What follows belongs to an exercise in optimizing a design on an open flow for small area and a short achievable clock period; a production flow would make more cautious choices. Function was checked by simulation only, so behaviour that the tests miss may differ from the original. Power figures rest on the tool's default switching activity, not on a simulated workload.

==> design/flow/design.v <==
module joltage_select_sum #(
  parameter int MAX_K = 12,
  parameter int VAL_W = 40,
  parameter int SUM_W = 64,
  parameter int CNT_W = 32,
  localparam int KW   = $clog2(MAX_K+1)
)(
  input  logic             clk,
  input  logic             rst_n,
  input  logic [KW-1:0]    k_sel,
  input  logic [3:0]       in_digit,
  input  logic             in_last,
  input  logic             in_valid,
  output logic             in_ready,
  input  logic             sum_clr,
  output logic             line_valid,
  output logic [VAL_W-1:0] line_value,
  output logic             line_short,
  output logic [SUM_W-1:0] sum_out,
  output logic [CNT_W-1:0] lines_done,
  output logic [2:0]       error
);
  logic [MAX_K-1:0][3:0] dig, cand;
  logic [MAX_K-1:1] shf_q, asc_nxt, shf_nxt;
  logic [VAL_W-1:0] val_p, val_g, va_nxt, vb_nxt;
  logic [VAL_W-1:0] val;
  logic [KW-1:0]    cnt, k_r, k_nxt;
  logic             live, fin, rdy, in_line;
  logic             acc, upd, clr, dig_ok, k_ok, short_l, add_ok;
  logic [VAL_W:0]   add_lo;
  logic [SUM_W-1:0] sum_nxt;
  logic             carry;
  logic [CNT_W-1:0] lines_nxt;
  logic [2:0]       err_set;
  assign in_ready = rdy;
  assign acc      = in_valid && in_ready;
  assign dig_ok   = (in_digit <= 4'd9);
  assign upd      = acc && dig_ok;
  assign clr      = fin || !live;
  assign k_ok     = (k_sel != '0) && (k_sel <= KW'(MAX_K));
  assign short_l  = (cnt < k_r);
  assign add_ok   = fin && !short_l;
  assign k_nxt = in_line ? k_r : (k_ok ? k_sel : KW'(MAX_K));
  always_comb begin
    cand[0] = (shf_q[1] || in_digit > dig[0]) ? in_digit : dig[0];
    for (int j = 1; j < MAX_K; j++)
      cand[j] = shf_q[j] ? dig[j-1] : dig[j];
    for (int j = 1; j < MAX_K; j++)
      asc_nxt[j] = (KW'(j) < k_nxt) && (cand[j] < cand[j-1]);
    shf_nxt[MAX_K-1] = asc_nxt[MAX_K-1];
    for (int j = MAX_K-2; j >= 1; j--)
      shf_nxt[j] = shf_nxt[j+1] | asc_nxt[j];
  end
  jss_bcd2bin u_conv (.d(cand), .va(va_nxt), .vb(vb_nxt));
  assign line_valid = fin;
  assign line_short = fin && short_l;
  assign line_value = add_ok ? val : '0;
  jss_cpa_pg #(.W(VAL_W)) u_val (.p_in(val_p), .g_in(val_g), .s(val));
  jss_cpa_sklansky #(.W(VAL_W+1)) u_add (.a({1'b0, sum_out[VAL_W-1:0]}), .b({1'b0, val}), .s(add_lo));
  jss_inc #(.W(SUM_W-VAL_W)) u_inc_hi (.a(sum_out[SUM_W-1:VAL_W]), .ci(add_lo[VAL_W]), .s(sum_nxt[SUM_W-1:VAL_W]), .co(carry));
  assign sum_nxt[VAL_W-1:0] = add_lo[VAL_W-1:0];
  assign lines_nxt = lines_done + 1'b1;
  assign err_set = {add_ok && carry,
                    (fin && short_l) || (acc && !in_line && !k_ok),
                    acc && !dig_ok};
  always_ff @(posedge clk or negedge rst_n) begin
    if (!rst_n) begin
      live    <= 1'b0;
      fin     <= 1'b0;
      rdy     <= 1'b0;
    end else begin
      live <= 1'b1;
      fin  <= acc && in_last;
      rdy  <= !(acc && in_last);
    end
  end
  always_ff @(posedge clk) begin
    if (clr) begin
      in_line <= 1'b0;
      dig     <= '0;
      shf_q   <= '0;
      cnt     <= '0;
    end else begin
      if (acc) in_line <= !in_last;
      if (upd) begin
        dig   <= cand;
        shf_q <= shf_nxt;
        if (cnt != KW'(MAX_K)) cnt <= cnt + 1'b1;
      end
    end
  end
  always_ff @(posedge clk) begin
    if (acc && !in_line) k_r <= k_ok ? k_sel : KW'(MAX_K);
    if (upd) begin
      val_p <= va_nxt ^ vb_nxt;
      val_g <= va_nxt & vb_nxt;
    end
  end
  always_ff @(posedge clk or negedge rst_n) begin
    if (!rst_n) begin
      sum_out    <= '0;
      lines_done <= '0;
      error      <= '0;
    end else if (sum_clr) begin
      sum_out    <= '0;
      lines_done <= '0;
      error      <= '0;
    end else begin
      error <= error | err_set;
      if (fin) lines_done <= lines_nxt;
      if (add_ok) sum_out <= sum_nxt;
    end
  end
endmodule
module jss_inc #(parameter int W = 24) (
  input  logic [W-1:0] a,
  input  logic         ci,
  output logic [W-1:0] s,
  output logic         co
);
  localparam int L = $clog2(W);
  logic [W-1:0] p [0:L];
  always_comb begin
    p[0] = a;
    for (int l = 0; l < L; l++)
      for (int i = 0; i < W; i++)
        if ((i >> l) & 1) p[l+1][i] = p[l][i] & p[l][((i >> l) << l) - 1];
        else              p[l+1][i] = p[l][i];
    s[0] = a[0] ^ ci;
    for (int i = 1; i < W; i++) s[i] = a[i] ^ (ci & p[L][i-1]);
    co = ci & p[L][W-1];
  end
endmodule
module jss_bcd2bin (input logic [47:0] d, output logic [39:0] va, output logic [39:0] vb);
  wire w1 = d[0];
  wire w2 = d[1];
  wire w3 = d[4];
  wire w4 = d[2];
  wire w5 = d[5];
  wire w6 = d[8];
  wire w7 = d[3];
  wire w8 = d[6];
  wire w9 = d[4];
  wire w10 = d[9];
  wire w11 = d[12];
  wire w12 = d[10];
  wire w13 = d[13];
  wire w14 = d[16];
  wire w15 = (d[5] | d[7]);
  wire w16 = d[6];
  wire w17 = d[11];
  wire w18 = ~d[8];
  wire w19 = d[14];
  wire w20 = ~d[12];
  wire w21 = d[17];
  wire w22 = d[20];
  wire w23 = d[7];
  wire w24 = d[9];
  wire w25 = d[18];
  wire w26 = d[21];
  wire w27 = d[24];
  wire w28 = (d[13] | d[15]);
  wire w29 = (d[9] ^ d[10]);
  wire w30 = d[8];
  wire w31 = (d[13] ^ d[14]);
  wire w32 = d[19];
  wire w33 = d[22];
  wire w34 = d[20];
  wire w35 = d[25];
  wire w36 = d[28];
  wire w37 = ((~d[12] & ~d[13] & ~d[14] & ~d[15]) | (d[12] & ~d[13] & ~d[14] & ~d[15]));
  wire w38 = ~d[16];
  wire w39 = d[26];
  wire w40 = d[29];
  wire w41 = d[32];
  wire w42 = ((~d[8] & ~d[9] & ~d[10] & ~d[11]) | (d[8] & ~d[9] & ~d[10] & ~d[11]) | (~d[8] & d[9] & ~d[10] & ~d[11]) | (d[8] & d[9] & ~d[10] & ~d[11]) | (~d[8] & d[9] & d[10] & ~d[11]) | (d[8] & d[9] & d[10] & ~d[11]));
  wire w43 = (d[21] | d[23]);
  wire w44 = d[10];
  wire w45 = d[17];
  wire w46 = d[22];
  wire w47 = ~d[20];
  wire w48 = d[27];
  wire w49 = d[24];
  wire w50 = d[30];
  wire w51 = ~d[28];
  wire w52 = d[33];
  wire w53 = d[36];
  wire w54 = d[11];
  wire w55 = d[12];
  wire w56 = (d[17] ^ d[18]);
  wire w57 = d[25];
  wire w58 = d[34];
  wire w59 = d[37];
  wire w60 = d[40];
  wire w61 = (d[21] | d[23]);
  wire w62 = (d[29] | d[31]);
  wire w63 = d[13];
  wire w64 = ((~d[16] & ~d[17] & ~d[18] & ~d[19]) | (d[16] & ~d[17] & ~d[18] & ~d[19]));
  wire w65 = d[16];
  wire w66 = (d[21] ^ d[22]);
  wire w67 = d[20];
  wire w68 = d[26];
  wire w69 = (d[29] ^ d[30]);
  wire w70 = ~d[28];
  wire w71 = d[35];
  wire w72 = d[38];
  wire w73 = d[36];
  wire w74 = d[41];
  wire w75 = d[44];
  wire w76 = d[14];
  wire w77 = d[17];
  wire w78 = d[27];
  wire w79 = d[42];
  wire w80 = d[45];
  wire w81 = ((~d[20] & ~d[21] & ~d[22] & ~d[23]) | (d[20] & ~d[21] & ~d[22] & ~d[23]) | (~d[20] & d[21] & ~d[22] & ~d[23]) | (d[20] & d[21] & ~d[22] & ~d[23]) | (~d[20] & d[21] & d[22] & ~d[23]) | (d[20] & d[21] & d[22] & ~d[23]));
  wire w82 = ((~d[28] & ~d[29] & ~d[30] & ~d[31]) | (d[28] & ~d[29] & ~d[30] & ~d[31]) | (~d[28] & d[29] & ~d[30] & ~d[31]) | (d[28] & d[29] & ~d[30] & ~d[31]) | (~d[28] & d[29] & d[30] & ~d[31]) | (d[28] & d[29] & d[30] & ~d[31]));
  wire w83 = (d[37] | d[39]);
  wire w84 = d[15];
  wire w85 = d[18];
  wire w86 = d[16];
  wire w87 = d[22];
  wire w88 = (d[29] ^ d[30]);
  wire w89 = d[28];
  wire w90 = ~d[32];
  wire w91 = d[38];
  wire w92 = d[43];
  wire w93 = ~d[40];
  wire w94 = d[46];
  wire w95 = ~d[44];
  wire w96 = d[23];
  wire w97 = d[24];
  wire w98 = d[33];
  wire w99 = d[39];
  wire w100 = ~d[36];
  wire w101 = d[41];
  wire w102 = (d[17] | d[19]);
  wire w103 = ((~d[28] & ~d[29] & ~d[30] & ~d[31]) | (d[28] & ~d[29] & ~d[30] & ~d[31]) | (~d[28] & d[29] & ~d[30] & ~d[31]) | (d[28] & d[29] & ~d[30] & ~d[31]) | (~d[28] & d[29] & d[30] & ~d[31]) | (d[28] & d[29] & d[30] & ~d[31]));
  wire w104 = (d[45] | d[47]);
  wire w105 = d[18];
  wire w106 = ~d[20];
  wire w107 = d[25];
  wire w108 = d[30];
  wire w109 = d[28];
  wire w110 = (d[33] ^ d[34]);
  wire w111 = d[37];
  wire w112 = (d[41] ^ d[42]);
  wire w113 = (d[45] ^ d[46]);
  wire w114 = d[19];
  wire w115 = d[21];
  wire w116 = d[26];
  wire w117 = ~d[24];
  wire w118 = ((~d[32] & ~d[33] & ~d[34] & ~d[35]) | (d[32] & ~d[33] & ~d[34] & ~d[35]));
  wire w119 = (d[37] ^ d[38]);
  wire w120 = ~d[36];
  wire w121 = ((~d[40] & ~d[41] & ~d[42] & ~d[43]) | (d[40] & ~d[41] & ~d[42] & ~d[43]));
  wire w122 = ((~d[44] & ~d[45] & ~d[46] & ~d[47]) | (d[44] & ~d[45] & ~d[46] & ~d[47]));
  wire w123 = ~d[44];
  wire w124 = (d[29] | d[31]);
  wire w125 = (d[21] ^ d[22]);
  wire w126 = d[20];
  wire w127 = d[30];
  wire w128 = ~d[32];
  wire w129 = d[45];
  wire w130 = (d[25] | d[27]);
  wire w131 = ((~d[36] & ~d[37] & ~d[38] & ~d[39]) | (d[36] & ~d[37] & ~d[38] & ~d[39]) | (~d[36] & d[37] & ~d[38] & ~d[39]) | (d[36] & d[37] & ~d[38] & ~d[39]) | (~d[36] & d[37] & d[38] & ~d[39]) | (d[36] & d[37] & d[38] & ~d[39]));
  wire w132 = (d[25] ^ d[26]);
  wire w133 = d[31];
  wire w134 = d[33];
  wire w135 = (d[37] ^ d[38]);
  wire w136 = ~d[36];
  wire w137 = ~d[40];
  wire w138 = (d[45] ^ d[46]);
  wire w139 = ((~d[20] & ~d[21] & ~d[22] & ~d[23]) | (d[20] & ~d[21] & ~d[22] & ~d[23]) | (~d[20] & d[21] & ~d[22] & ~d[23]) | (d[20] & d[21] & ~d[22] & ~d[23]) | (~d[20] & d[21] & d[22] & ~d[23]) | (d[20] & d[21] & d[22] & ~d[23]));
  wire w140 = d[22];
  wire w141 = ((~d[24] & ~d[25] & ~d[26] & ~d[27]) | (d[24] & ~d[25] & ~d[26] & ~d[27]));
  wire w142 = ~d[28];
  wire w143 = (d[33] ^ d[34]);
  wire w144 = ~d[32];
  wire w145 = d[41];
  wire w146 = ((~d[44] & ~d[45] & ~d[46] & ~d[47]) | (d[44] & ~d[45] & ~d[46] & ~d[47]));
  wire w147 = ~d[44];
  wire w148 = ((~d[36] & ~d[37] & ~d[38] & ~d[39]) | (d[36] & ~d[37] & ~d[38] & ~d[39]) | (~d[36] & d[37] & ~d[38] & ~d[39]) | (d[36] & d[37] & ~d[38] & ~d[39]) | (~d[36] & d[37] & d[38] & ~d[39]) | (d[36] & d[37] & d[38] & ~d[39]));
  wire w149 = d[23];
  wire w150 = d[24];
  wire w151 = d[29];
  wire w152 = (d[37] ^ d[38]);
  wire w153 = (d[41] ^ d[42]);
  wire w154 = d[40];
  wire w155 = d[45];
  wire w156 = ((~d[32] & ~d[33] & ~d[34] & ~d[35]) | (d[32] & ~d[33] & ~d[34] & ~d[35]) | (~d[32] & d[33] & ~d[34] & ~d[35]) | (d[32] & d[33] & ~d[34] & ~d[35]) | (~d[32] & d[33] & d[34] & ~d[35]) | (d[32] & d[33] & d[34] & ~d[35]));
  wire w157 = d[25];
  wire w158 = (d[29] ^ d[30]);
  wire w159 = d[28];
  wire w160 = (d[33] ^ d[34]);
  wire w161 = ((~d[36] & ~d[37] & ~d[38] & ~d[39]) | (d[36] & ~d[37] & ~d[38] & ~d[39]));
  wire w162 = d[36];
  wire w163 = (d[45] ^ d[46]);
  wire w164 = ((~d[40] & ~d[41] & ~d[42] & ~d[43]) | (d[40] & ~d[41] & ~d[42] & ~d[43]) | (~d[40] & d[41] & ~d[42] & ~d[43]) | (d[40] & d[41] & ~d[42] & ~d[43]) | (~d[40] & d[41] & d[42] & ~d[43]) | (d[40] & d[41] & d[42] & ~d[43]));
  wire w165 = d[26];
  wire w166 = ((~d[32] & ~d[33] & ~d[34] & ~d[35]) | (d[32] & ~d[33] & ~d[34] & ~d[35]));
  wire w167 = d[37];
  wire w168 = d[42];
  wire w169 = ((~d[44] & ~d[45] & ~d[46] & ~d[47]) | (d[44] & ~d[45] & ~d[46] & ~d[47]));
  wire w170 = ((~d[28] & ~d[29] & ~d[30] & ~d[31]) | (d[28] & ~d[29] & ~d[30] & ~d[31]) | (~d[28] & d[29] & ~d[30] & ~d[31]) | (d[28] & d[29] & ~d[30] & ~d[31]) | (~d[28] & d[29] & d[30] & ~d[31]) | (d[28] & d[29] & d[30] & ~d[31]));
  wire w171 = d[27];
  wire w172 = d[30];
  wire w173 = d[28];
  wire w174 = d[38];
  wire w175 = ~d[36];
  wire w176 = d[43];
  wire w177 = d[44];
  wire w178 = d[45];
  wire w179 = (d[29] | d[31]);
  wire w180 = (d[37] | d[39]);
  wire w181 = d[30];
  wire w182 = ~d[32];
  wire w183 = (d[37] ^ d[38]);
  wire w184 = d[46];
  wire w185 = d[31];
  wire w186 = d[33];
  wire w187 = ((~d[36] & ~d[37] & ~d[38] & ~d[39]) | (d[36] & ~d[37] & ~d[38] & ~d[39]));
  wire w188 = ~d[36];
  wire w189 = d[40];
  wire w190 = d[47];
  wire w191 = (d[33] ^ d[34]);
  wire w192 = d[32];
  wire w193 = d[37];
  wire w194 = d[41];
  wire w195 = d[44];
  wire w196 = (d[37] ^ d[38]);
  wire w197 = d[42];
  wire w198 = d[40];
  wire w199 = d[45];
  wire w200 = ((~d[32] & ~d[33] & ~d[34] & ~d[35]) | (d[32] & ~d[33] & ~d[34] & ~d[35]) | (~d[32] & d[33] & ~d[34] & ~d[35]) | (d[32] & d[33] & ~d[34] & ~d[35]) | (~d[32] & d[33] & d[34] & ~d[35]) | (d[32] & d[33] & d[34] & ~d[35]));
  wire w201 = d[34];
  wire w202 = ((~d[36] & ~d[37] & ~d[38] & ~d[39]) | (d[36] & ~d[37] & ~d[38] & ~d[39]));
  wire w203 = d[46];
  wire w204 = (d[41] | d[43]);
  wire w205 = d[35];
  wire w206 = d[36];
  wire w207 = d[42];
  wire w208 = d[40];
  wire w209 = d[47];
  wire w210 = d[44];
  wire w211 = d[37];
  wire w212 = d[45];
  wire w213 = (d[41] | d[43]);
  wire w214 = d[38];
  wire w215 = d[42];
  wire w216 = d[46];
  wire w217 = ~d[44];
  wire w218 = d[39];
  wire w219 = d[43];
  wire w220 = d[40];
  wire w221 = (d[45] | d[47]);
  wire w222 = d[41];
  wire w223 = (d[45] ^ d[46]);
  wire w224 = d[42];
  wire w225 = ((~d[44] & ~d[45] & ~d[46] & ~d[47]) | (d[44] & ~d[45] & ~d[46] & ~d[47]));
  wire w226 = ~d[44];
  wire w227 = d[43];
  wire w228 = d[45];
  wire w229 = (d[45] ^ d[46]);
  wire w230 = d[44];
  wire w231 = ((~d[44] & ~d[45] & ~d[46] & ~d[47]) | (d[44] & ~d[45] & ~d[46] & ~d[47]) | (~d[44] & d[45] & ~d[46] & ~d[47]) | (d[44] & d[45] & ~d[46] & ~d[47]) | (~d[44] & d[45] & d[46] & ~d[47]) | (d[44] & d[45] & d[46] & ~d[47]));
  wire w232 = d[46];
  wire w233 = 1'b1 ^ w75;
  wire w234 = 1'b1 & w75;
  wire w235 = w53 ^ w52;
  wire w236 = w53 & w52;
  wire w237 = w62 ^ w61;
  wire w238 = w62 & w61;
  wire w239 = w233 ^ w74;
  wire w240 = w239 ^ w73;
  wire w241 = (w233 & w74) | (w239 & w73);
  wire w242 = w72 ^ w71;
  wire w243 = w242 ^ w70;
  wire w244 = (w72 & w71) | (w242 & w70);
  wire w245 = w69 ^ w68;
  wire w246 = w69 & w68;
  wire w247 = w234 ^ w83;
  wire w248 = w247 ^ w82;
  wire w249 = (w234 & w83) | (w247 & w82);
  wire w250 = w81 ^ w80;
  wire w251 = w81 & w80;
  wire w252 = 1'b1 ^ w95;
  wire w253 = w252 ^ w94;
  wire w254 = (1'b1 & w95) | (w252 & w94);
  wire w255 = w93 ^ w92;
  wire w256 = w255 ^ w91;
  wire w257 = (w93 & w92) | (w255 & w91);
  wire w258 = w90 ^ w89;
  wire w259 = w258 ^ w88;
  wire w260 = (w90 & w89) | (w258 & w88);
  wire w261 = 1'b1 ^ w104;
  wire w262 = w261 ^ w103;
  wire w263 = (1'b1 & w104) | (w261 & w103);
  wire w264 = w102 ^ w101;
  wire w265 = w264 ^ w100;
  wire w266 = (w102 & w101) | (w264 & w100);
  wire w267 = w113 ^ w112;
  wire w268 = w267 ^ w111;
  wire w269 = (w113 & w112) | (w267 & w111);
  wire w270 = w124 ^ w123;
  wire w271 = w270 ^ w122;
  wire w272 = (w124 & w123) | (w270 & w122);
  wire w273 = w121 ^ w120;
  wire w274 = w121 & w120;
  wire w275 = 1'b1 ^ w148;
  wire w276 = 1'b1 & w148;
  wire w277 = w22 ^ w21;
  wire w278 = w22 & w21;
  wire w279 = 1'b1 ^ w28;
  wire w280 = w279 ^ w27;
  wire w281 = (1'b1 & w28) | (w279 & w27);
  wire w282 = 1'b1 ^ w36;
  wire w283 = w282 ^ w35;
  wire w284 = (1'b1 & w36) | (w282 & w35);
  wire w285 = w34 ^ w33;
  wire w286 = w285 ^ w32;
  wire w287 = (w34 & w33) | (w285 & w32);
  wire w288 = w43 ^ w42;
  wire w289 = w288 ^ w41;
  wire w290 = (w43 & w42) | (w288 & w41);
  wire w291 = w40 ^ w39;
  wire w292 = w40 & w39;
  wire w293 = w235 ^ w51;
  wire w294 = w293 ^ w50;
  wire w295 = (w235 & w51) | (w293 & w50);
  wire w296 = w49 ^ w48;
  wire w297 = w296 ^ w47;
  wire w298 = (w49 & w48) | (w296 & w47);
  wire w299 = w46 ^ w45;
  wire w300 = w46 & w45;
  wire w301 = w236 ^ w237;
  wire w302 = w301 ^ w60;
  wire w303 = (w236 & w237) | (w301 & w60);
  wire w304 = w59 ^ w58;
  wire w305 = w304 ^ w57;
  wire w306 = (w59 & w58) | (w304 & w57);
  wire w307 = w56 ^ w55;
  wire w308 = w307 ^ w54;
  wire w309 = (w56 & w55) | (w307 & w54);
  wire w310 = w238 ^ w245;
  wire w311 = w310 ^ w243;
  wire w312 = (w238 & w245) | (w310 & w243);
  wire w313 = w240 ^ w67;
  wire w314 = w313 ^ w66;
  wire w315 = (w240 & w67) | (w313 & w66);
  wire w316 = w65 ^ w64;
  wire w317 = w316 ^ w63;
  wire w318 = (w65 & w64) | (w316 & w63);
  wire w319 = w246 ^ w244;
  wire w320 = w319 ^ w241;
  wire w321 = (w246 & w244) | (w319 & w241);
  wire w322 = w250 ^ w248;
  wire w323 = w322 ^ w79;
  wire w324 = (w250 & w248) | (w322 & w79);
  wire w325 = w78 ^ w77;
  wire w326 = w325 ^ w76;
  wire w327 = (w78 & w77) | (w325 & w76);
  wire w328 = w251 ^ w249;
  wire w329 = w328 ^ w259;
  wire w330 = (w251 & w249) | (w328 & w259);
  wire w331 = w256 ^ w253;
  wire w332 = w331 ^ w87;
  wire w333 = (w256 & w253) | (w331 & w87);
  wire w334 = w86 ^ w85;
  wire w335 = w334 ^ w84;
  wire w336 = (w86 & w85) | (w334 & w84);
  wire w337 = w260 ^ w257;
  wire w338 = w337 ^ w254;
  wire w339 = (w260 & w257) | (w337 & w254);
  wire w340 = w265 ^ w262;
  wire w341 = w340 ^ w99;
  wire w342 = (w265 & w262) | (w340 & w99);
  wire w343 = w98 ^ w97;
  wire w344 = w343 ^ w96;
  wire w345 = (w98 & w97) | (w343 & w96);
  wire w346 = w266 ^ w263;
  wire w347 = w346 ^ w268;
  wire w348 = (w266 & w263) | (w346 & w268);
  wire w349 = w110 ^ w109;
  wire w350 = w349 ^ w108;
  wire w351 = (w110 & w109) | (w349 & w108);
  wire w352 = w107 ^ w106;
  wire w353 = w352 ^ w105;
  wire w354 = (w107 & w106) | (w352 & w105);
  wire w355 = w269 ^ w273;
  wire w356 = w355 ^ w271;
  wire w357 = (w269 & w273) | (w355 & w271);
  wire w358 = w119 ^ w118;
  wire w359 = w358 ^ w117;
  wire w360 = (w119 & w118) | (w358 & w117);
  wire w361 = w116 ^ w115;
  wire w362 = w361 ^ w114;
  wire w363 = (w116 & w115) | (w361 & w114);
  wire w364 = w274 ^ w272;
  wire w365 = w364 ^ w131;
  wire w366 = (w274 & w272) | (w364 & w131);
  wire w367 = w130 ^ w129;
  wire w368 = w367 ^ w128;
  wire w369 = (w130 & w129) | (w367 & w128);
  wire w370 = w127 ^ w126;
  wire w371 = w370 ^ w125;
  wire w372 = (w127 & w126) | (w370 & w125);
  wire w373 = w139 ^ w138;
  wire w374 = w373 ^ w137;
  wire w375 = (w139 & w138) | (w373 & w137);
  wire w376 = w136 ^ w135;
  wire w377 = w376 ^ w134;
  wire w378 = (w136 & w135) | (w376 & w134);
  wire w379 = w133 ^ w132;
  wire w380 = w133 & w132;
  wire w381 = w275 ^ w147;
  wire w382 = w381 ^ w146;
  wire w383 = (w275 & w147) | (w381 & w146);
  wire w384 = w145 ^ w144;
  wire w385 = w384 ^ w143;
  wire w386 = (w145 & w144) | (w384 & w143);
  wire w387 = w142 ^ w141;
  wire w388 = w387 ^ w140;
  wire w389 = (w142 & w141) | (w387 & w140);
  wire w390 = w276 ^ w156;
  wire w391 = w390 ^ w155;
  wire w392 = (w276 & w156) | (w390 & w155);
  wire w393 = w154 ^ w153;
  wire w394 = w393 ^ w152;
  wire w395 = (w154 & w153) | (w393 & w152);
  wire w396 = w151 ^ w150;
  wire w397 = w396 ^ w149;
  wire w398 = (w151 & w150) | (w396 & w149);
  wire w399 = 1'b1 ^ w164;
  wire w400 = w399 ^ w163;
  wire w401 = (1'b1 & w164) | (w399 & w163);
  wire w402 = w162 ^ w161;
  wire w403 = w402 ^ w160;
  wire w404 = (w162 & w161) | (w402 & w160);
  wire w405 = w159 ^ w158;
  wire w406 = w405 ^ w157;
  wire w407 = (w159 & w158) | (w405 & w157);
  wire w408 = w170 ^ w169;
  wire w409 = w408 ^ w168;
  wire w410 = (w170 & w169) | (w408 & w168);
  wire w411 = w167 ^ w166;
  wire w412 = w167 & w166;
  wire w413 = w177 ^ w176;
  wire w414 = w413 ^ w175;
  wire w415 = (w177 & w176) | (w413 & w175);
  wire w416 = w174 ^ w173;
  wire w417 = w174 & w173;
  wire w418 = 1'b1 ^ w190;
  wire w419 = 1'b1 & w190;
  wire w420 = 1'b1 ^ w210;
  wire w421 = 1'b1 & w210;
  wire w422 = w11 ^ w10;
  wire w423 = w11 & w10;
  wire w424 = w15 ^ w14;
  wire w425 = w15 & w14;
  wire w426 = w277 ^ w20;
  wire w427 = w426 ^ w19;
  wire w428 = (w277 & w20) | (w426 & w19);
  wire w429 = w18 ^ w17;
  wire w430 = w18 & w17;
  wire w431 = w278 ^ w280;
  wire w432 = w431 ^ w26;
  wire w433 = (w278 & w280) | (w431 & w26);
  wire w434 = w25 ^ w24;
  wire w435 = w434 ^ w23;
  wire w436 = (w25 & w24) | (w434 & w23);
  wire w437 = w281 ^ w286;
  wire w438 = w437 ^ w283;
  wire w439 = (w281 & w286) | (w437 & w283);
  wire w440 = w31 ^ w30;
  wire w441 = w440 ^ w29;
  wire w442 = (w31 & w30) | (w440 & w29);
  wire w443 = w287 ^ w284;
  wire w444 = w443 ^ w291;
  wire w445 = (w287 & w284) | (w443 & w291);
  wire w446 = w289 ^ w38;
  wire w447 = w446 ^ w37;
  wire w448 = (w289 & w38) | (w446 & w37);
  wire w449 = w292 ^ w290;
  wire w450 = w449 ^ w299;
  wire w451 = (w292 & w290) | (w449 & w299);
  wire w452 = w297 ^ w294;
  wire w453 = w452 ^ w44;
  wire w454 = (w297 & w294) | (w452 & w44);
  wire w455 = w300 ^ w298;
  wire w456 = w455 ^ w295;
  wire w457 = (w300 & w298) | (w455 & w295);
  wire w458 = w308 ^ w305;
  wire w459 = w458 ^ w302;
  wire w460 = (w308 & w305) | (w458 & w302);
  wire w461 = w309 ^ w306;
  wire w462 = w461 ^ w303;
  wire w463 = (w309 & w306) | (w461 & w303);
  wire w464 = w317 ^ w314;
  wire w465 = w464 ^ w311;
  wire w466 = (w317 & w314) | (w464 & w311);
  wire w467 = w318 ^ w315;
  wire w468 = w467 ^ w312;
  wire w469 = (w318 & w315) | (w467 & w312);
  wire w470 = w326 ^ w323;
  wire w471 = w470 ^ w320;
  wire w472 = (w326 & w323) | (w470 & w320);
  wire w473 = w327 ^ w324;
  wire w474 = w473 ^ w321;
  wire w475 = (w327 & w324) | (w473 & w321);
  wire w476 = w335 ^ w332;
  wire w477 = w476 ^ w329;
  wire w478 = (w335 & w332) | (w476 & w329);
  wire w479 = w336 ^ w333;
  wire w480 = w479 ^ w330;
  wire w481 = (w336 & w333) | (w479 & w330);
  wire w482 = w344 ^ w341;
  wire w483 = w482 ^ w338;
  wire w484 = (w344 & w341) | (w482 & w338);
  wire w485 = w345 ^ w342;
  wire w486 = w485 ^ w339;
  wire w487 = (w345 & w342) | (w485 & w339);
  wire w488 = w353 ^ w350;
  wire w489 = w488 ^ w347;
  wire w490 = (w353 & w350) | (w488 & w347);
  wire w491 = w354 ^ w351;
  wire w492 = w491 ^ w348;
  wire w493 = (w354 & w351) | (w491 & w348);
  wire w494 = w362 ^ w359;
  wire w495 = w494 ^ w356;
  wire w496 = (w362 & w359) | (w494 & w356);
  wire w497 = w363 ^ w360;
  wire w498 = w497 ^ w357;
  wire w499 = (w363 & w360) | (w497 & w357);
  wire w500 = w371 ^ w368;
  wire w501 = w500 ^ w365;
  wire w502 = (w371 & w368) | (w500 & w365);
  wire w503 = w372 ^ w369;
  wire w504 = w503 ^ w366;
  wire w505 = (w372 & w369) | (w503 & w366);
  wire w506 = w379 ^ w377;
  wire w507 = w506 ^ w374;
  wire w508 = (w379 & w377) | (w506 & w374);
  wire w509 = w380 ^ w378;
  wire w510 = w509 ^ w375;
  wire w511 = (w380 & w378) | (w509 & w375);
  wire w512 = w388 ^ w385;
  wire w513 = w512 ^ w382;
  wire w514 = (w388 & w385) | (w512 & w382);
  wire w515 = w389 ^ w386;
  wire w516 = w515 ^ w383;
  wire w517 = (w389 & w386) | (w515 & w383);
  wire w518 = w397 ^ w394;
  wire w519 = w518 ^ w391;
  wire w520 = (w397 & w394) | (w518 & w391);
  wire w521 = w398 ^ w395;
  wire w522 = w521 ^ w392;
  wire w523 = (w398 & w395) | (w521 & w392);
  wire w524 = w406 ^ w403;
  wire w525 = w524 ^ w400;
  wire w526 = (w406 & w403) | (w524 & w400);
  wire w527 = w407 ^ w404;
  wire w528 = w527 ^ w401;
  wire w529 = (w407 & w404) | (w527 & w401);
  wire w530 = w411 ^ w409;
  wire w531 = w530 ^ w165;
  wire w532 = (w411 & w409) | (w530 & w165);
  wire w533 = w412 ^ w410;
  wire w534 = w533 ^ w416;
  wire w535 = (w412 & w410) | (w533 & w416);
  wire w536 = w414 ^ w172;
  wire w537 = w536 ^ w171;
  wire w538 = (w414 & w172) | (w536 & w171);
  wire w539 = w417 ^ w415;
  wire w540 = w539 ^ w180;
  wire w541 = (w417 & w415) | (w539 & w180);
  wire w542 = w179 ^ w178;
  wire w543 = w179 & w178;
  wire w544 = w184 ^ w183;
  wire w545 = w544 ^ w182;
  wire w546 = (w184 & w183) | (w544 & w182);
  wire w547 = w418 ^ w189;
  wire w548 = w547 ^ w188;
  wire w549 = (w418 & w189) | (w547 & w188);
  wire w550 = w187 ^ w186;
  wire w551 = w187 & w186;
  wire w552 = w419 ^ w195;
  wire w553 = w552 ^ w194;
  wire w554 = (w419 & w195) | (w552 & w194);
  wire w555 = w193 ^ w192;
  wire w556 = w555 ^ w191;
  wire w557 = (w193 & w192) | (w555 & w191);
  wire w558 = w200 ^ w199;
  wire w559 = w558 ^ w198;
  wire w560 = (w200 & w199) | (w558 & w198);
  wire w561 = w197 ^ w196;
  wire w562 = w197 & w196;
  wire w563 = w204 ^ w203;
  wire w564 = w563 ^ w202;
  wire w565 = (w204 & w203) | (w563 & w202);
  wire w566 = w420 ^ w209;
  wire w567 = w566 ^ w208;
  wire w568 = (w420 & w209) | (w566 & w208);
  wire w569 = w207 ^ w206;
  wire w570 = w207 & w206;
  wire w571 = w421 ^ 1'b1;
  wire w572 = w571 ^ w213;
  wire w573 = (w421 & 1'b1) | (w571 & w213);
  wire w574 = w212 ^ w211;
  wire w575 = w212 & w211;
  wire w576 = w217 ^ w216;
  wire w577 = w576 ^ w215;
  wire w578 = (w217 & w216) | (w576 & w215);
  wire w579 = 1'b1 ^ w221;
  wire w580 = w579 ^ w220;
  wire w581 = (1'b1 & w221) | (w579 & w220);
  wire w582 = w422 ^ w9;
  wire w583 = w422 & w9;
  wire w584 = w423 ^ w424;
  wire w585 = w584 ^ w13;
  wire w586 = (w423 & w424) | (w584 & w13);
  wire w587 = w425 ^ w429;
  wire w588 = w587 ^ w427;
  wire w589 = (w425 & w429) | (w587 & w427);
  wire w590 = w430 ^ w428;
  wire w591 = w590 ^ w435;
  wire w592 = (w430 & w428) | (w590 & w435);
  wire w593 = w436 ^ w433;
  wire w594 = w593 ^ w441;
  wire w595 = (w436 & w433) | (w593 & w441);
  wire w596 = w442 ^ w439;
  wire w597 = w596 ^ w447;
  wire w598 = (w442 & w439) | (w596 & w447);
  wire w599 = w448 ^ w445;
  wire w600 = w599 ^ w453;
  wire w601 = (w448 & w445) | (w599 & w453);
  wire w602 = w454 ^ w451;
  wire w603 = w602 ^ w459;
  wire w604 = (w454 & w451) | (w602 & w459);
  wire w605 = w460 ^ w457;
  wire w606 = w605 ^ w465;
  wire w607 = (w460 & w457) | (w605 & w465);
  wire w608 = w466 ^ w463;
  wire w609 = w608 ^ w471;
  wire w610 = (w466 & w463) | (w608 & w471);
  wire w611 = w472 ^ w469;
  wire w612 = w611 ^ w477;
  wire w613 = (w472 & w469) | (w611 & w477);
  wire w614 = w478 ^ w475;
  wire w615 = w614 ^ w483;
  wire w616 = (w478 & w475) | (w614 & w483);
  wire w617 = w484 ^ w481;
  wire w618 = w617 ^ w489;
  wire w619 = (w484 & w481) | (w617 & w489);
  wire w620 = w490 ^ w487;
  wire w621 = w620 ^ w495;
  wire w622 = (w490 & w487) | (w620 & w495);
  wire w623 = w496 ^ w493;
  wire w624 = w623 ^ w501;
  wire w625 = (w496 & w493) | (w623 & w501);
  wire w626 = w502 ^ w499;
  wire w627 = w626 ^ w507;
  wire w628 = (w502 & w499) | (w626 & w507);
  wire w629 = w508 ^ w505;
  wire w630 = w629 ^ w513;
  wire w631 = (w508 & w505) | (w629 & w513);
  wire w632 = w514 ^ w511;
  wire w633 = w632 ^ w519;
  wire w634 = (w514 & w511) | (w632 & w519);
  wire w635 = w520 ^ w517;
  wire w636 = w635 ^ w525;
  wire w637 = (w520 & w517) | (w635 & w525);
  wire w638 = w526 ^ w523;
  wire w639 = w638 ^ w531;
  wire w640 = (w526 & w523) | (w638 & w531);
  wire w641 = w532 ^ w529;
  wire w642 = w641 ^ w537;
  wire w643 = (w532 & w529) | (w641 & w537);
  wire w644 = w538 ^ w535;
  wire w645 = w644 ^ w542;
  wire w646 = (w538 & w535) | (w644 & w542);
  wire w647 = w543 ^ w541;
  wire w648 = w647 ^ w545;
  wire w649 = (w543 & w541) | (w647 & w545);
  wire w650 = w546 ^ w550;
  wire w651 = w650 ^ w548;
  wire w652 = (w546 & w550) | (w650 & w548);
  wire w653 = w551 ^ w549;
  wire w654 = w653 ^ w556;
  wire w655 = (w551 & w549) | (w653 & w556);
  wire w656 = w557 ^ w554;
  wire w657 = w656 ^ w561;
  wire w658 = (w557 & w554) | (w656 & w561);
  wire w659 = w562 ^ w560;
  wire w660 = w659 ^ w564;
  wire w661 = (w562 & w560) | (w659 & w564);
  wire w662 = w565 ^ w569;
  wire w663 = w662 ^ w567;
  wire w664 = (w565 & w569) | (w662 & w567);
  wire w665 = w570 ^ w568;
  wire w666 = w665 ^ w574;
  wire w667 = (w570 & w568) | (w665 & w574);
  wire w668 = w575 ^ w573;
  wire w669 = w668 ^ w577;
  wire w670 = (w575 & w573) | (w668 & w577);
  wire w671 = w578 ^ w580;
  wire w672 = w671 ^ w219;
  wire w673 = (w578 & w580) | (w671 & w219);
  wire w674 = w581 ^ 1'b1;
  wire w675 = w674 ^ w223;
  wire w676 = (w581 & 1'b1) | (w674 & w223);
  wire w677 = 1'b1 ^ w226;
  wire w678 = w677 ^ w225;
  wire w679 = (1'b1 & w226) | (w677 & w225);
  wire w680 = w6 ^ w5;
  wire w681 = w6 & w5;
  wire w682 = w582 ^ w8;
  wire w683 = w682 ^ w7;
  wire w684 = (w582 & w8) | (w682 & w7);
  wire w685 = w583 ^ w585;
  wire w686 = w685 ^ w12;
  wire w687 = (w583 & w585) | (w685 & w12);
  wire w688 = w586 ^ w588;
  wire w689 = w688 ^ w16;
  wire w690 = (w586 & w588) | (w688 & w16);
  wire w691 = w589 ^ w591;
  wire w692 = w691 ^ w432;
  wire w693 = (w589 & w591) | (w691 & w432);
  wire w694 = w592 ^ w594;
  wire w695 = w694 ^ w438;
  wire w696 = (w592 & w594) | (w694 & w438);
  wire w697 = w595 ^ w597;
  wire w698 = w697 ^ w444;
  wire w699 = (w595 & w597) | (w697 & w444);
  wire w700 = w598 ^ w600;
  wire w701 = w700 ^ w450;
  wire w702 = (w598 & w600) | (w700 & w450);
  wire w703 = w601 ^ w603;
  wire w704 = w703 ^ w456;
  wire w705 = (w601 & w603) | (w703 & w456);
  wire w706 = w604 ^ w606;
  wire w707 = w706 ^ w462;
  wire w708 = (w604 & w606) | (w706 & w462);
  wire w709 = w607 ^ w609;
  wire w710 = w709 ^ w468;
  wire w711 = (w607 & w609) | (w709 & w468);
  wire w712 = w610 ^ w612;
  wire w713 = w712 ^ w474;
  wire w714 = (w610 & w612) | (w712 & w474);
  wire w715 = w613 ^ w615;
  wire w716 = w715 ^ w480;
  wire w717 = (w613 & w615) | (w715 & w480);
  wire w718 = w616 ^ w618;
  wire w719 = w718 ^ w486;
  wire w720 = (w616 & w618) | (w718 & w486);
  wire w721 = w619 ^ w621;
  wire w722 = w721 ^ w492;
  wire w723 = (w619 & w621) | (w721 & w492);
  wire w724 = w622 ^ w624;
  wire w725 = w724 ^ w498;
  wire w726 = (w622 & w624) | (w724 & w498);
  wire w727 = w625 ^ w627;
  wire w728 = w727 ^ w504;
  wire w729 = (w625 & w627) | (w727 & w504);
  wire w730 = w628 ^ w630;
  wire w731 = w730 ^ w510;
  wire w732 = (w628 & w630) | (w730 & w510);
  wire w733 = w631 ^ w633;
  wire w734 = w733 ^ w516;
  wire w735 = (w631 & w633) | (w733 & w516);
  wire w736 = w634 ^ w636;
  wire w737 = w736 ^ w522;
  wire w738 = (w634 & w636) | (w736 & w522);
  wire w739 = w637 ^ w639;
  wire w740 = w739 ^ w528;
  wire w741 = (w637 & w639) | (w739 & w528);
  wire w742 = w640 ^ w642;
  wire w743 = w742 ^ w534;
  wire w744 = (w640 & w642) | (w742 & w534);
  wire w745 = w643 ^ w645;
  wire w746 = w745 ^ w540;
  wire w747 = (w643 & w645) | (w745 & w540);
  wire w748 = w646 ^ w648;
  wire w749 = w748 ^ w181;
  wire w750 = (w646 & w648) | (w748 & w181);
  wire w751 = w649 ^ w651;
  wire w752 = w751 ^ w185;
  wire w753 = (w649 & w651) | (w751 & w185);
  wire w754 = w652 ^ w654;
  wire w755 = w754 ^ w553;
  wire w756 = (w652 & w654) | (w754 & w553);
  wire w757 = w655 ^ w657;
  wire w758 = w757 ^ w559;
  wire w759 = (w655 & w657) | (w757 & w559);
  wire w760 = w658 ^ w660;
  wire w761 = w760 ^ w201;
  wire w762 = (w658 & w660) | (w760 & w201);
  wire w763 = w661 ^ w663;
  wire w764 = w763 ^ w205;
  wire w765 = (w661 & w663) | (w763 & w205);
  wire w766 = w664 ^ w666;
  wire w767 = w766 ^ w572;
  wire w768 = (w664 & w666) | (w766 & w572);
  wire w769 = w667 ^ w669;
  wire w770 = w769 ^ w214;
  wire w771 = (w667 & w669) | (w769 & w214);
  wire w772 = w670 ^ w672;
  wire w773 = w772 ^ w218;
  wire w774 = (w670 & w672) | (w772 & w218);
  wire w775 = w673 ^ w675;
  wire w776 = w775 ^ w222;
  wire w777 = (w673 & w675) | (w775 & w222);
  wire w778 = w676 ^ w678;
  wire w779 = w778 ^ w224;
  wire w780 = (w676 & w678) | (w778 & w224);
  wire w781 = w679 ^ w228;
  wire w782 = w781 ^ w227;
  wire w783 = (w679 & w228) | (w781 & w227);
  wire w784 = 1'b1 ^ w230;
  wire w785 = w784 ^ w229;
  wire w786 = (1'b1 & w230) | (w784 & w229);
  wire [39:0] ra = {w232, w231, w785, w782, w779, w776, w773, w770, w767, w764, w761, w758, w755, w752, w749, w746, w743, w740, w737, w734, w731, w728, w725, w722, w719, w716, w713, w710, w707, w704, w701, w698, w695, w692, w689, w686, w683, w4, w2, w1};
  wire [39:0] rb = {1'b1, w786, w783, w780, w777, w774, w771, w768, w765, w762, w759, w756, w753, w750, w747, w744, w741, w738, w735, w732, w729, w726, w723, w720, w717, w714, w711, w708, w705, w702, w699, w696, w693, w690, w687, w684, w681, w680, w3, 1'b0};
  assign va = ra;
  assign vb = rb;
endmodule
module jss_cpa_sklansky #(parameter int W = 40) (input logic [W-1:0] a, b, output logic [W-1:0] s);
  localparam int L = $clog2(W);
  logic [W-1:0] g [0:L];
  logic [W-1:0] p [0:L];
  always_comb begin
    g[0] = a & b; p[0] = a ^ b;
    for (int l = 0; l < L; l++)
      for (int i = 0; i < W; i++)
        if ((i >> l) & 1) begin
          g[l+1][i] = g[l][i] | (p[l][i] & g[l][((i >> l) << l) - 1]);
          p[l+1][i] = p[l][i] & p[l][((i >> l) << l) - 1];
        end else begin
          g[l+1][i] = g[l][i]; p[l+1][i] = p[l][i];
        end
    s[0] = p[0][0];
    for (int i = 1; i < W; i++) s[i] = p[0][i] ^ g[L][i-1];
  end
endmodule
module jss_cpa_ripple #(parameter int W = 40) (input logic [W-1:0] a, b, output logic [W-1:0] s);
  logic [W:0] c;
  always_comb begin
    c[0] = 1'b0;
    for (int i = 0; i < W; i++) begin
      s[i] = a[i] ^ b[i] ^ c[i];
      c[i+1] = (a[i] & b[i]) | (a[i] & c[i]) | (b[i] & c[i]);
    end
  end
endmodule
module jss_cpa_bk #(parameter int W = 40) (input logic [W-1:0] a, b, output logic [W-1:0] s);
  localparam int L = $clog2(W);
  logic [W-1:0] g, p;
  always_comb begin
    g = a & b; p = a ^ b;
    for (int l = 0; l < L; l++)
      for (int i = 0; i < W; i++)
        if (((i + 1) % (2 << l)) == 0) begin
          g[i] = g[i] | (p[i] & g[i - (1 << l)]);
          p[i] = p[i] & p[i - (1 << l)];
        end
    for (int l = L - 1; l >= 0; l--)
      for (int i = 0; i < W; i++)
        if (((i + 1) % (2 << l)) == (1 << l) && i >= (2 << l) + (1 << l) - 1) begin
          g[i] = g[i] | (p[i] & g[i - (1 << l)]);
          p[i] = p[i] & p[i - (1 << l)];
        end
    s[0] = a[0] ^ b[0];
    for (int i = 1; i < W; i++) s[i] = a[i] ^ b[i] ^ g[i-1];
  end
endmodule
module jss_cpa_pg #(parameter int W = 40) (input logic [W-1:0] p_in, g_in, output logic [W-1:0] s);
  localparam int L = $clog2(W);
  logic [W-1:0] g [0:L];
  logic [W-1:0] p [0:L];
  always_comb begin
    g[0] = g_in; p[0] = p_in;
    for (int l = 0; l < L; l++)
      for (int i = 0; i < W; i++)
        if ((i >> l) & 1) begin
          g[l+1][i] = g[l][i] | (p[l][i] & g[l][((i >> l) << l) - 1]);
          p[l+1][i] = p[l][i] & p[l][((i >> l) << l) - 1];
        end else begin
          g[l+1][i] = g[l][i]; p[l+1][i] = p[l][i];
        end
    s[0] = p_in[0];
    for (int i = 1; i < W; i++) s[i] = p_in[i] ^ g[L][i-1];
  end
endmodule
==> design/flow/flow/run.sh <==
#!/bin/bash
set -euo pipefail
export BUFFER_PORTS_ARGS="-buffer_cell sky130_fd_sc_hd__buf_1"
bash standard.sh finish > standard_flow.log 2>&1
==> design/flow/standard.sh <==
#!/bin/bash
# synth_recipe.tcl (not shown) runs the flow's synth.tcl, then flattens the netlist and writes it again
# the make line also repeats each setting of config.mk as NAME=value (left out here)
make -C /OpenROAD-flow-scripts/flow DESIGN_CONFIG=/design/flow/config.mk WORK_HOME=/design/flow/orfs CLKGATE_MAP_FILE= SYNTH_SCRIPT=/design/flow/synth_recipe.tcl "${@:-finish}"
==> design/flow/config.mk <==
export PLATFORM = sky130hd
export DESIGN_NAME = joltage_select_sum
export DESIGN_NICKNAME = joltage_select_sum
export VERILOG_FILES = /design/flow/design.v
export SDC_FILE = /design/flow/constraint.sdc
export NUM_CORES = 4
export LEC_CHECK = 0
export CAP_MARGIN = 20
export CORE_MARGIN = 2
export CORE_UTILIZATION = 55
export SETUP_SLACK_MARGIN = 4.5
export SLEW_MARGIN = 20
==> design/flow/constraint.sdc <==
create_clock -name core_clock -period 9.0 [get_ports {clk}]
set_input_delay 1.8000 -clock core_clock [delete_from_list [all_inputs] [get_ports {clk}]]
set_output_delay 1.8000 -clock core_clock [all_outputs]
set_load 0.01 [all_outputs]
==> results.py, run 1 <==
metrics = {
    "detailed_routing": {
        "drc": 0,
        "drtPass1Iterations": 5,
        "via_per_inst": 5.51,
        "drt_iter0_drc": 803,
        "postRouteWirelength_um": 47000,
        "wl_per_cell_um": 18.3,
        "ant_nets": 0,
        "vias": 14100,
    },
    "clock_network": {
        "path_clk_slew_ps": 60,
        "cts.path.max_buffers": 3,
        "clk_latency_ps": 570,
        "cts_made_buffers": 29,
        "cts_root_buf": "clkbuf_16",
        "clock_sinks": 248,
        "hold_buffers": 0,
        "htreeDepth": 1,
        "cts_tree": "done",
    },
    "critical_path": {
        "arrival_ps": 3340,
        "endpoint_kind": "primary output",
        "cp_max_fo": 3,
        "critPathRequiredTime_ps": 7200,
        "reg2reg_depth": 27,
        "worstSetupPathType": "reg2out",
        "startpoint_type": "flop",
    },
    "place": {
        "placed_area_um2": 19900,
        "gp_congestion": 0.920,
        "place_ws_ps": 3700,
        "place_hpwl_um": 34300,
        "dp.cells": 2444,
        "io_buffers": 154,
    },
    "power": {
        "power_frac_comb": 0.505,
        "clkPwrFrac": 0.200,
        "peakVddDrop_v": 0.000182,
        "p_sw_mw": 2.17,
        "power.leakage_nw": 9.94,
        "intPower_mw": 3.39,
        "pwr-share-seq": 0.295,
        "p_per_area_nw_per_um2": 247,
        "p_sw_frac": 0.390,
    },
    "floorplan": {
        "ioPinCount": 155,
        "die_y_um": 189,
        "die-area_um2": 35700,
        "die_w_um": 189,
        "core_um2": 33600,
        "start_util": 0.559,
        "rows": 67,
    },
    "worst_hold_path": {
        "holdPathStages": 2,
        "min_path_type": "reg2reg",
    },
    "logic_synthesis": {
        "yosys_warnings": 9,
        "synth_compound_area_frac": 0.122,
        "synth_top_family_by_area": "adder cells",
        "synth_cell_type_count": 70,
        "synthCells": 1887,
        "synth_adder_area_share": 0.280,
        "syn_area_um2": 18800,
        "yosysTopAreaCell": "fa_1",
        "synthMuxAreaShare": 0.0278,
        "syn_nets": 2222,
        "synth_edf_count": 82,
        "synth-simple-area-share": 0.126,
        "yosysMostFrequentCell": "inv_1",
        "ys_async_sr_fraction": 0.411,
        "synth_top_area_share": 0.175,
        "syn_area_per_cell_um2": 9.96,
        "yosysSeqAreaShare": 0.335,
        "synth_xor_xnor_area_share": 0.0447,
        "ys_seq_elements": 248,
        "synthTopCellsByCount": "258 x inv_1, 164 x fa_1, 158 x ha_1",
        "synth_flop_cell": "dfrtp_1",
        "synth.top_cells.by_area": "fa_1 17%, dfrtp_1 14%, edfxtp_1 13%",
    },
    "global_route": {
        "grt_first_pass_wirelength_um": 76200,
        "grt.total_usage": 0.267,
        "grt_overflow_total": 0,
        "grt_max_degree": 102,
        "antenna_found_initial": 0,
        "grt_pass1_vias": 14200,
    },
    "layout": {
        "drive_above_1_share": 0.150,
        "area_delta_synth_final_pct": 19.8,
        "layout.nets": 2432,
        "fillCellCount": 2735,
        "stdcell_area_um2": 22500,
        "final_cells": 2568,
        "diodes": 0,
    },
    "sta": {
        "tns_ps": 0,
        "clock_skew_ps": 14.7,
        "setup_ws_ps": 3860,
        "drv_slew": 0,
        "setup_violations": 0,
        "max_freq_mhz": 195,
        "relSlewSlack": 0.325,
        "finalCritPeriodShare": 0.571,
        "rsz0062_at_grt": "true",
        "final-hold-violation-count": 0,
        "tightest_slew_ps": 984,
        "fin_crit_ps": 5140,
    },
    "run_status": {
        "status": "no timing/DRC/antenna violations",
    },
    "run": {
        "max_cap_viol_count": 0,
    },
}
through the flow:
step	power (mW)	hold slack [ps]	util
CTS	5.44	508	0.647
global placement	3.97	484	0.592
floorplan	3.36	471	-
detailed placement	4.03	490	0.592
finish	5.57	505	0.670
global route	6.11	518	0.670
repair_timing:
action                     in CTS  in global routing
resized for setup             143                120
pin swaps                      46                 62
cloned                          2                  0
setup endpoints to repair     106                103
buffers inserted               44                 24
hold endpoints to repair        0                  0
layer usage:
layer,GRT usage,part of all wire,routed length (µm)
met5,0,0,0
met4,0.0691,0.026,1210
met3,0.0297,0.044,2050
met2,0.424,0.47,21900
met1,0.393,0.46,21800
critical path, stage by stage (launching register included):
cell and delay (ps):
edfxtp_1 430, a21oi_2 220, a21oi_2 90, o211ai_1 260, nand3_2 150, a41o_4 290
a22o_4 230, or2_4 240, a21o_1 200, ha_4 170, nor2_4 90, xnor2_2 120
and2_4 180, buf_6 100
registers in the layout (all words and copies together), names as in the netlist:
| signal | flops |
|---|---|
| sum_out | 64 |
| dig | 48 |
| val_p | 40 |
| val_g | 38 |
| lines_done | 32 |
| shf_q | 11 |
| cnt | 4 |
| k_r | 4 |
| error | 3 |
| fin | 1 |
| in_line | 1 |
| live | 1 |
| rdy | 1 |
logic make-up after synthesis:
logic type               after synthesis
AND/OR/NAND/NOR                      489
adder cells (fa/ha/maj)              322
buffers and inverters                321
other                                  1
flip-flops                           248
multiplexers                          52
XOR/XNOR                              96
AO/OA/AOI/OAI                        358
worst paths after layout:
path                                    start                    endpoint  slack, ps
max in group asynchronous               rst_n     sum_out[33]$_DFFE_PN0P_       6760
setup / recovery           val_p[3]$_DFFE_PP_              line_value[33]       3860
setup reg to reg           val_p[3]$_DFFE_PP_     sum_out[47]$_DFFE_PN0P_       3990
min in group asynchronous               rst_n  lines_done[10]$_DFFE_PN0P_       1180
hold reg to reg            error[0]$_DFF_PN0_          error[0]$_DFF_PN0_        500
hold / removal             error[0]$_DFF_PN0_          error[0]$_DFF_PN0_        500
power by group through the flow:
stage | registers, mW | clock network [mW] | logic (mW)
floorplan | 1.58 | 0 | 1.77
global placement | 1.62 | 0 | 2.34
detailed placement | 1.63 | 0 | 2.40
CTS | 1.63 | 1.14 | 2.68
global route | 1.66 | 1.18 | 3.26
finish | 1.64 | 1.11 | 2.81
placed cells by master (no fill, tap or decap), types with 30 or more instances in the layout:
cell / count
nand2_1: 111
and2_1: 40
xor2_1: 43
a21oi_1: 90
buf_4: 64
fa_1: 163
mux2i_1: 30
buf_1: 124
nor2_1: 146
ha_1: 152
o21ai_0: 56
inv_1: 251
xnor2_1: 30
dfrtp_1: 102
a211oi_1: 58
nand3_1: 41
edfxtp_1: 82
dfxtp_1: 57
layout make-up:
class                   instances  area, µm²  area share
clock buffers                  38        769      0.0342
multi-input cells            1320      12400       0.549
flip-flops and latches        248       6310       0.280
inverters                     259        988      0.0439
clock inverters                16        126     0.00561
well taps                     448        561      0.0249
repair buffers                239       1400      0.0622
==> run 2: changes to the inputs <==
--- a/design/flow/config.mk
+++ b/design/flow/config.mk
@@ -10,3 +10,4 @@
 export CORE_UTILIZATION = 55
-export SETUP_SLACK_MARGIN = 4.5
+export CTS_BUF_LIST = sky130_fd_sc_hd__clkbuf_4
+export SETUP_SLACK_MARGIN = 4.0
 export SLEW_MARGIN = 20
==> run 2 against run 1 <==
Against the previous run:
- still clean
- synthesized cell count did not move
- critical path depth decreased by 1
- non-clock buffer count down 43
- via count is 0.57% lower
- die area is the same
- area after synthesis unchanged
- clock power down 5%
- sequential cell count is the same
- register-to-register slack better by 230 ps
- largest cell class unchanged
- highest routed layer unchanged
==> results.py, run 2 <==
metrics = {
    "run": {
        "max_cap_viol_count": 0,
    },
    "sta": {
        "max_freq_mhz": 192,
        "setup_violations": 0,
        "fin_crit_ps": 5200,
        "relSlewSlack": 0.286,
        "tns_ps": 0,
        "drv_slew": 0,
        "final-hold-violation-count": 0,
        "tightest_slew_ps": 1040,
        "clock_skew_ps": 39.0,
        "rsz0062_at_grt": "true",
        "finalCritPeriodShare": 0.577,
    },
    "global_route": {
        "antenna_found_initial": 2,
        "grt_max_degree": 100,
        "grt.total_usage": 0.264,
        "grt_first_pass_wirelength_um": 74200,
        "grt_overflow_total": 0,
        "grt_pass1_vias": 14100,
    },
    "logic_synthesis": {
        "syn_area_per_cell_um2": 9.96,
        "synthTopCellsByCount": "258 x inv_1, 164 x fa_1, 158 x ha_1",
        "ys_async_sr_fraction": 0.411,
        "yosysMostFrequentCell": "inv_1",
        "synth.top_cells.by_area": "fa_1 17%, dfrtp_1 14%, edfxtp_1 13%",
        "syn_area_um2": 18800,
        "synthCells": 1887,
        "synth_edf_count": 82,
        "yosysSeqAreaShare": 0.335,
        "ys_seq_elements": 248,
        "synth_cell_type_count": 70,
        "yosys_warnings": 9,
        "synth_top_area_share": 0.175,
        "yosysTopAreaCell": "fa_1",
        "synth_flop_cell": "dfrtp_1",
        "syn_nets": 2222,
    },
    "critical_path": {
        "critPathRequiredTime_ps": 7200,
        "arrival_ps": 3400,
        "cp_max_fo": 5,
        "startpoint_type": "flop",
        "worstSetupPathType": "reg2out",
        "endpoint_kind": "primary output",
    },
    "layout": {
        "drive_above_1_share": 0.113,
        "area_delta_synth_final_pct": 13.5,
        "top_register": "sum_out",
        "final_cell_mix": "257 x inv_1, 164 x fa_1, 156 x ha_1",
        "top_regs": "sum_out: 64 flops, dig: 48 flops, val_p: 40 flops",
        "layout.nets": 2428,
        "stdcell_area_um2": 21300,
        "fin_util": 0.635,
        "layout_commonest_cell": "inv_1",
        "largest_reg_flops": 64,
    },
    "detailed_routing": {
        "wl_per_cell_um": 17.6,
        "drtPass1Iterations": 5,
        "postRouteWirelength_um": 45800,
        "via_per_inst": 5.42,
        "drt_iter0_drc": 646,
        "drc": 0,
        "vias": 14100,
        "ant_nets": 0,
    },
    "clock_network": {
        "htreeDepth": 3,
        "clock_sinks": 248,
        "cts_made_buffers": 70,
        "cts_tree": "done",
        "path_clk_slew_ps": 60,
        "clk_latency_ps": 760,
        "cts_root_buf": "clkbuf_4",
        "cts.path.max_buffers": 3,
    },
    "floorplan": {
        "ioPinCount": 155,
        "core_um2": 33600,
        "start_util": 0.559,
        "die-area_um2": 35700,
        "rows": 67,
        "die_y_um": 189,
        "die_w_um": 189,
    },
    "place": {
        "place_hpwl_um": 34800,
        "io_buffers": 154,
        "placed_area_um2": 19800,
        "gp_congestion": 0.901,
    },
    "power": {
        "p_per_area_nw_per_um2": 245,
        "power.leakage_nw": 9.63,
        "fin_total_pwr_mw": 5.23,
        "peakVddDrop_v": 0.000138,
    },
    "run_status": {
        "status": "no timing/DRC/antenna violations",
    },
    "worst_hold_path": {
        "min_path_type": "reg2reg",
    },
}
-- run 2: cell types whose count changed in the layout (fill, tap and decap cells not counted), moves of 9 or more --
cell	before	now
xnor2_1	30	39
mux2i_1	30	46
buf_1	124	139
buf_2	20	9
mux2i_4	12	0
clkbuf_16	29	0
a21oi_1	90	104
a21oi_2	18	7
clkbuf_4	1	103
o21ai_0	56	69
buf_6	25	5
buf_4	64	40
-- run 2: report_power, final --
group	leakage, nW	internal (mW)	switching, mW
clock	0.543	0.551	0.494
combinational	6.36	1.12	1.45
sequential	2.73	1.48	0.138
total	9.63	3.15	2.08
-- run 2: cell families (layout without fill, tap and decap cells) --
logic type / after synthesis / after routing / synth area share
mux: 52 / 52 / 0.0278
fa+ha+maj: 322 / 322 / 0.280
compound gates: 358 / 358 / 0.122
flops: 248 / 248 / 0.335
buf+inv: 321 / 580 / 0.0642
xor+xnor: 96 / 96 / 0.0447
other cells: 1 / 4 / 0.000200
simple gates: 489 / 489 / 0.126
-- run 2: final cells by class --
type                    instances  area [µm²]
clock inverters                23         120
diodes                          3        7.51
multi-input cells            1318       11700
inverters                     259         977
flip-flops and latches        248        6300
well taps                     448         561
fillers                      2949       12300
clock buffers                 102         766
repair buffers                196         941
-- run 2: routing by layer --
layer,wire (µm),part of all wire,up-vias,track usage
li1,-,-,6874,-
met1,21900,0.48,6749,0.381
met2,20300,0.44,341,0.403
met3,2200,0.048,101,0.0469
met4,1380,0.030,0,0.0938
met5,0,0,-,0
-- run 2: critical path: stages (launching register included) --
cell and delay, ps:
edfxtp_1 490, a21o_1 200, a21o_1 160, a21oi_1 260, o21ai_0 190, a22o_4 290
or2_4 230, a21o_1 180, ha_4 170, nor2_4 90, xnor2_2 120, and2_4 180
buf_6 100
-- run 2: path summary, 6_finish.rpt --
kind / startpoint / to / slack [ps] / cells after the start
max: val_p[25]$_DFFE_PP_ / line_value[33] / 3800 / 12
min: error[2]$_DFF_PN0_ / error[2]$_DFF_PN0_ / 490 / 1
min in group asynchronous: rst_n / lines_done[10]$_DFFE_PN0P_ / 1080 / 1
max reg2reg: shf_q[11]$_SDFFE_PP0P_ / val_p[16]$_DFFE_PP_ / 4220 / 12
max in group asynchronous: rst_n / sum_out[27]$_DFFE_PN0P_ / 6690 / 2
min reg2reg: error[2]$_DFF_PN0_ / error[2]$_DFF_PN0_ / 490 / 1
-- run 2: repair_timing --
| action | 4_1_cts | 5_1_grt |
|---|---|---|
| setup endpoints to repair | 43 | 68 |
| setup buffers | 15 | 10 |
| gates resized for setup | 46 | 45 |
| pin swaps | 16 | 13 |
| hold buffers | 0 | 0 |
-- run 2: stage by stage --
stage | setup slack [ps] | hold WS [ps] | std cells
final | 3800 | 491 | 2597
after global routing | 3600 | 505 | 2597
after floorplan | 4250 | 471 | 1887
after detailed placement | 3700 | 484 | 2444
after global placement | 3840 | 477 | 2444
after CTS | 3620 | 493 | 2584
==> run 3: changes to the inputs <==
--- a/design/flow/config.mk
+++ b/design/flow/config.mk
@@ -10,3 +10,2 @@
 export CORE_UTILIZATION = 55
-export CTS_BUF_LIST = sky130_fd_sc_hd__clkbuf_4
 export SETUP_SLACK_MARGIN = 4.0
==> run 3 against run 2 <==
Against the previous run:
- largest power group unchanged
- wire length down 0.90%
- critical path type unchanged
- fmax up 2.6%
- core utilization down 0.41 points
- non-clock buffer count down 3
- total power down 0.20%
- area after synthesis unchanged
- still clean on timing, DRC and antenna
- clock power up 5%
- cell area down 0.64%
- synthesized cell count unchanged
- worst hold slack worse by 0.71 ps
==> results.py, run 3 <==
metrics = {
    "global_route": {
        "top_usage_layer": "met2",
        "use_met2": 0.401,
        "grt_first_pass_wirelength_um": 73300,
        "grt_overflow_total": 0,
        "grt_max_degree": 100,
        "grt.total_usage": 0.258,
        "grtUsageMet1": 0.386,
        "grt_pass1_vias": 13700,
        "antenna_found_initial": 0,
        "grt_util_met3": 0.0334,
    },
    "clock_network": {
        "clk_latency_ps": 560,
        "cts_root_buf": "clkbuf_16",
        "hold_buffers": 0,
        "cts_tree": "done",
        "path_clk_slew_ps": 60,
        "cts_made_buffers": 28,
        "cts.path.max_buffers": 3,
        "clock_sinks": 248,
        "htreeDepth": 1,
    },
    "critical_path": {
        "reg2reg_slack_ps": 4190,
        "startpoint_type": "flop",
        "cp_num_cells": 13,
        "path_cells": "a21oi_2 > a21oi_2 > o211ai_1 > nand3_2 > a41o_4 > a22o_4 > or2_4 > a21o_1 > ha_4 > nor2_4 > xnor2_2 > and2_4 > buf_6",
        "critPathMostFrequentCell": "a21oi_2",
        "worstReg2RegStart": "shf_q[7]$_SDFFE_PP0P_",
        "endpoint_kind": "primary output",
        "reg2reg_to": "val_p[12]$_DFFE_PP_",
        "arrival_ps": 3260,
        "max_stage_delay_ps": 420,
        "cp_max_fo": 3,
        "slowest_stage": "edfxtp_1",
        "crit_end": "line_value[33]",
        "worstSetupPathType": "reg2out",
        "crit_start": "val_p[3]$_DFFE_PP_",
        "reg2reg_depth": 11,
        "critPathBufInv": 1,
        "crit_family": "compound AO/OA/AOI/OAI gates",
        "critPathRequiredTime_ps": 7200,
    },
    "layout": {
        "multi_input_area_um2": 11600,
        "diodes": 0,
        "fillCellCount": 2922,
        "final_cells": 2519,
        "top_regs": "sum_out: 64 flops, dig: 48 flops, val_p: 40 flops",
        "area_delta_synth_final_pct": 12.8,
        "top_register": "sum_out",
        "layout_commonest_cell": "inv_1",
        "final_cell_mix": "258 x inv_1, 164 x fa_1, 156 x ha_1",
        "fin_util": 0.630,
        "layout.nets": 2384,
        "register_area_um2": 6300,
        "drive_above_1_share": 0.0729,
        "largest_reg_flops": 64,
    },
    "logic_synthesis": {
        "synthTopCellsByCount": "258 x inv_1, 164 x fa_1, 158 x ha_1",
        "syn_nets": 2222,
        "synth_edf_count": 82,
        "synth_cell_type_count": 70,
        "synth.top_cells.by_area": "fa_1 17%, dfrtp_1 14%, edfxtp_1 13%",
        "yosysSeqAreaShare": 0.335,
        "synth_top_area_share": 0.175,
        "synthCells": 1887,
        "syn_area_um2": 18800,
        "syn_area_per_cell_um2": 9.96,
        "yosys_warnings": 9,
        "yosysTopAreaCell": "fa_1",
        "ys_async_sr_fraction": 0.411,
        "yosysMostFrequentCell": "inv_1",
        "synth_flop_cell": "dfrtp_1",
        "ys_seq_elements": 248,
    },
    "detailed_routing": {
        "postRouteWirelength_um": 45400,
        "vias": 13800,
        "via_per_inst": 5.48,
        "drt_iter0_drc": 725,
        "wl_per_cell_um": 18.0,
        "ant_nets": 0,
        "drc": 0,
        "drtPass1Iterations": 5,
    },
    "sta": {
        "rsz0062_at_grt": "true",
        "max_freq_mhz": 197,
        "finalCritPeriodShare": 0.563,
        "holdWs_ps": 490,
        "final-hold-violation-count": 0,
        "clock_skew_ps": 9.61,
        "tightest_slew_ps": 1020,
        "fin_crit_ps": 5060,
        "setup_ws_ps": 3940,
        "relSlewSlack": 0.300,
        "tns_ps": 0,
        "drv_slew": 0,
        "setup_violations": 0,
    },
    "place": {
        "place_ws_ps": 3700,
        "gp_congestion": 0.901,
        "place_hpwl_um": 34800,
        "io_buffers": 154,
        "dp.cells": 2444,
    },
    "floorplan": {
        "core_um2": 33600,
        "die_y_um": 189,
        "rows": 67,
        "ioPinCount": 155,
        "start_util": 0.559,
        "die-area_um2": 35700,
        "die_w_um": 189,
    },
    "run": {
        "max_cap_viol_count": 0,
    },
    "run_status": {
        "status": "no timing/DRC/antenna violations",
    },
    "worst_hold_path": {
        "min_path_type": "reg2reg",
    },
    "power": {
        "power.leakage_nw": 9.44,
        "p_per_area_nw_per_um2": 246,
        "peakVddDrop_v": 0.000160,
    },
}
[run 3: cell counts after synthesis]
No cell type changed its count.
[run 3: routing by layer]
metal  up-vias  share of wire
met1      6686           0.48
li1       6733              -
met4         0          0.025
met5         -              0
met2       304           0.45
met3        72          0.047
[run 3: worst min path at each step]
stage,end,cells past startpoint,startpoint
after floorplan,dig[45]$_SDFFE_PP0P_,2,dig[45]$_SDFFE_PP0P_
after global routing,error[2]$_DFF_PN0_,1,error[2]$_DFF_PN0_
after detailed placement,error[2]$_DFF_PN0_,1,error[2]$_DFF_PN0_
final,dig[46]$_SDFFE_PP0P_,2,dig[46]$_SDFFE_PP0P_
after global placement,error[2]$_DFF_PN0_,1,error[2]$_DFF_PN0_
after CTS,dig[46]$_SDFFE_PP0P_,2,dig[46]$_SDFFE_PP0P_
[run 3: what timing repair did]
action	in CTS	in global routing
pin swaps	9	17
resized for setup	20	38
setup endpoints to repair	40	46
setup buffers	6	16
cloned	0	1
endpoints found under the hold margin	0	0
[run 3: metrics by stage]
step,cell area (µm²),power [mW]
finish,21200,5.22
global route,21200,5.74
CTS,20900,5.21
detailed placement,19800,4.04
global placement,19800,3.96
floorplan,18800,3.35
[run 3: final cells by class]
| class | count | share of cell area |
|---|---|---|
| sequential | 248 | 0.297 |
| timing repair buffer | 193 | 0.0435 |
| inverter | 259 | 0.0461 |
| tap | 448 | 0.0264 |
| clock inverter | 16 | 0.00520 |
| clock buffer | 36 | 0.0364 |
| multi-input combinational | 1319 | 0.545 |
[run 3: where the power goes]
group / switching, mW / internal, mW
Combinational: 1.43 / 1.08
Clock: 0.467 / 0.630
Sequential: 0.133 / 1.48
[run 3: logic make-up (layout without fill, tap and decap cells)]
logic type / Yosys count / after routing / synth area share
other: 1 / 1 / 0.000200
buffers and inverters: 321 / 504 / 0.0642
and+or+nand+nor: 489 / 489 / 0.126
DFF: 248 / 248 / 0.335
AOI/OAI and AO/OA: 358 / 359 / 0.122
xor gates and xnor gates: 96 / 96 / 0.0447
adders and majority gates: 322 / 322 / 0.280
muxes: 52 / 52 / 0.0278
[run 3: worst min-delay path, cell delays in order, from the launching register on]
cell and delay (ps):
dfxtp_1 300, nor2_1 90, a211oi_1 50

==> re-timing with driven ports <==
How much do the figures lean on ideal ports? The routed layouts below were timed once more, with nothing changed but the port constraints.
Step 1 sets driving cells, clkbuf_16 on the clock port and buf_2 on the other inputs (assumed; they add their load-dependent delay and slew).
Step 2 also shifts input and output timing later by t, the mid clock arrival at the registers, as if the neighbouring blocks saw the same clock.
Three values: ideal, step 1, step 2; two values: the first two.
| run | t, ns | slack for setup (ns) | worst data-port slew with drivers (ns) |
|---|---|---|---|
| run 1 | 0.616 | 3.862 / 3.810 / 3.988 | 0.04 |
| run 2 | 0.786 | 3.804 / 3.755 / 4.223 | 0.05 |
| run 3 | 0.609 | 3.936 / 3.886 / 4.189 | 0.04 |
After both steps every run listed still meets setup and hold.
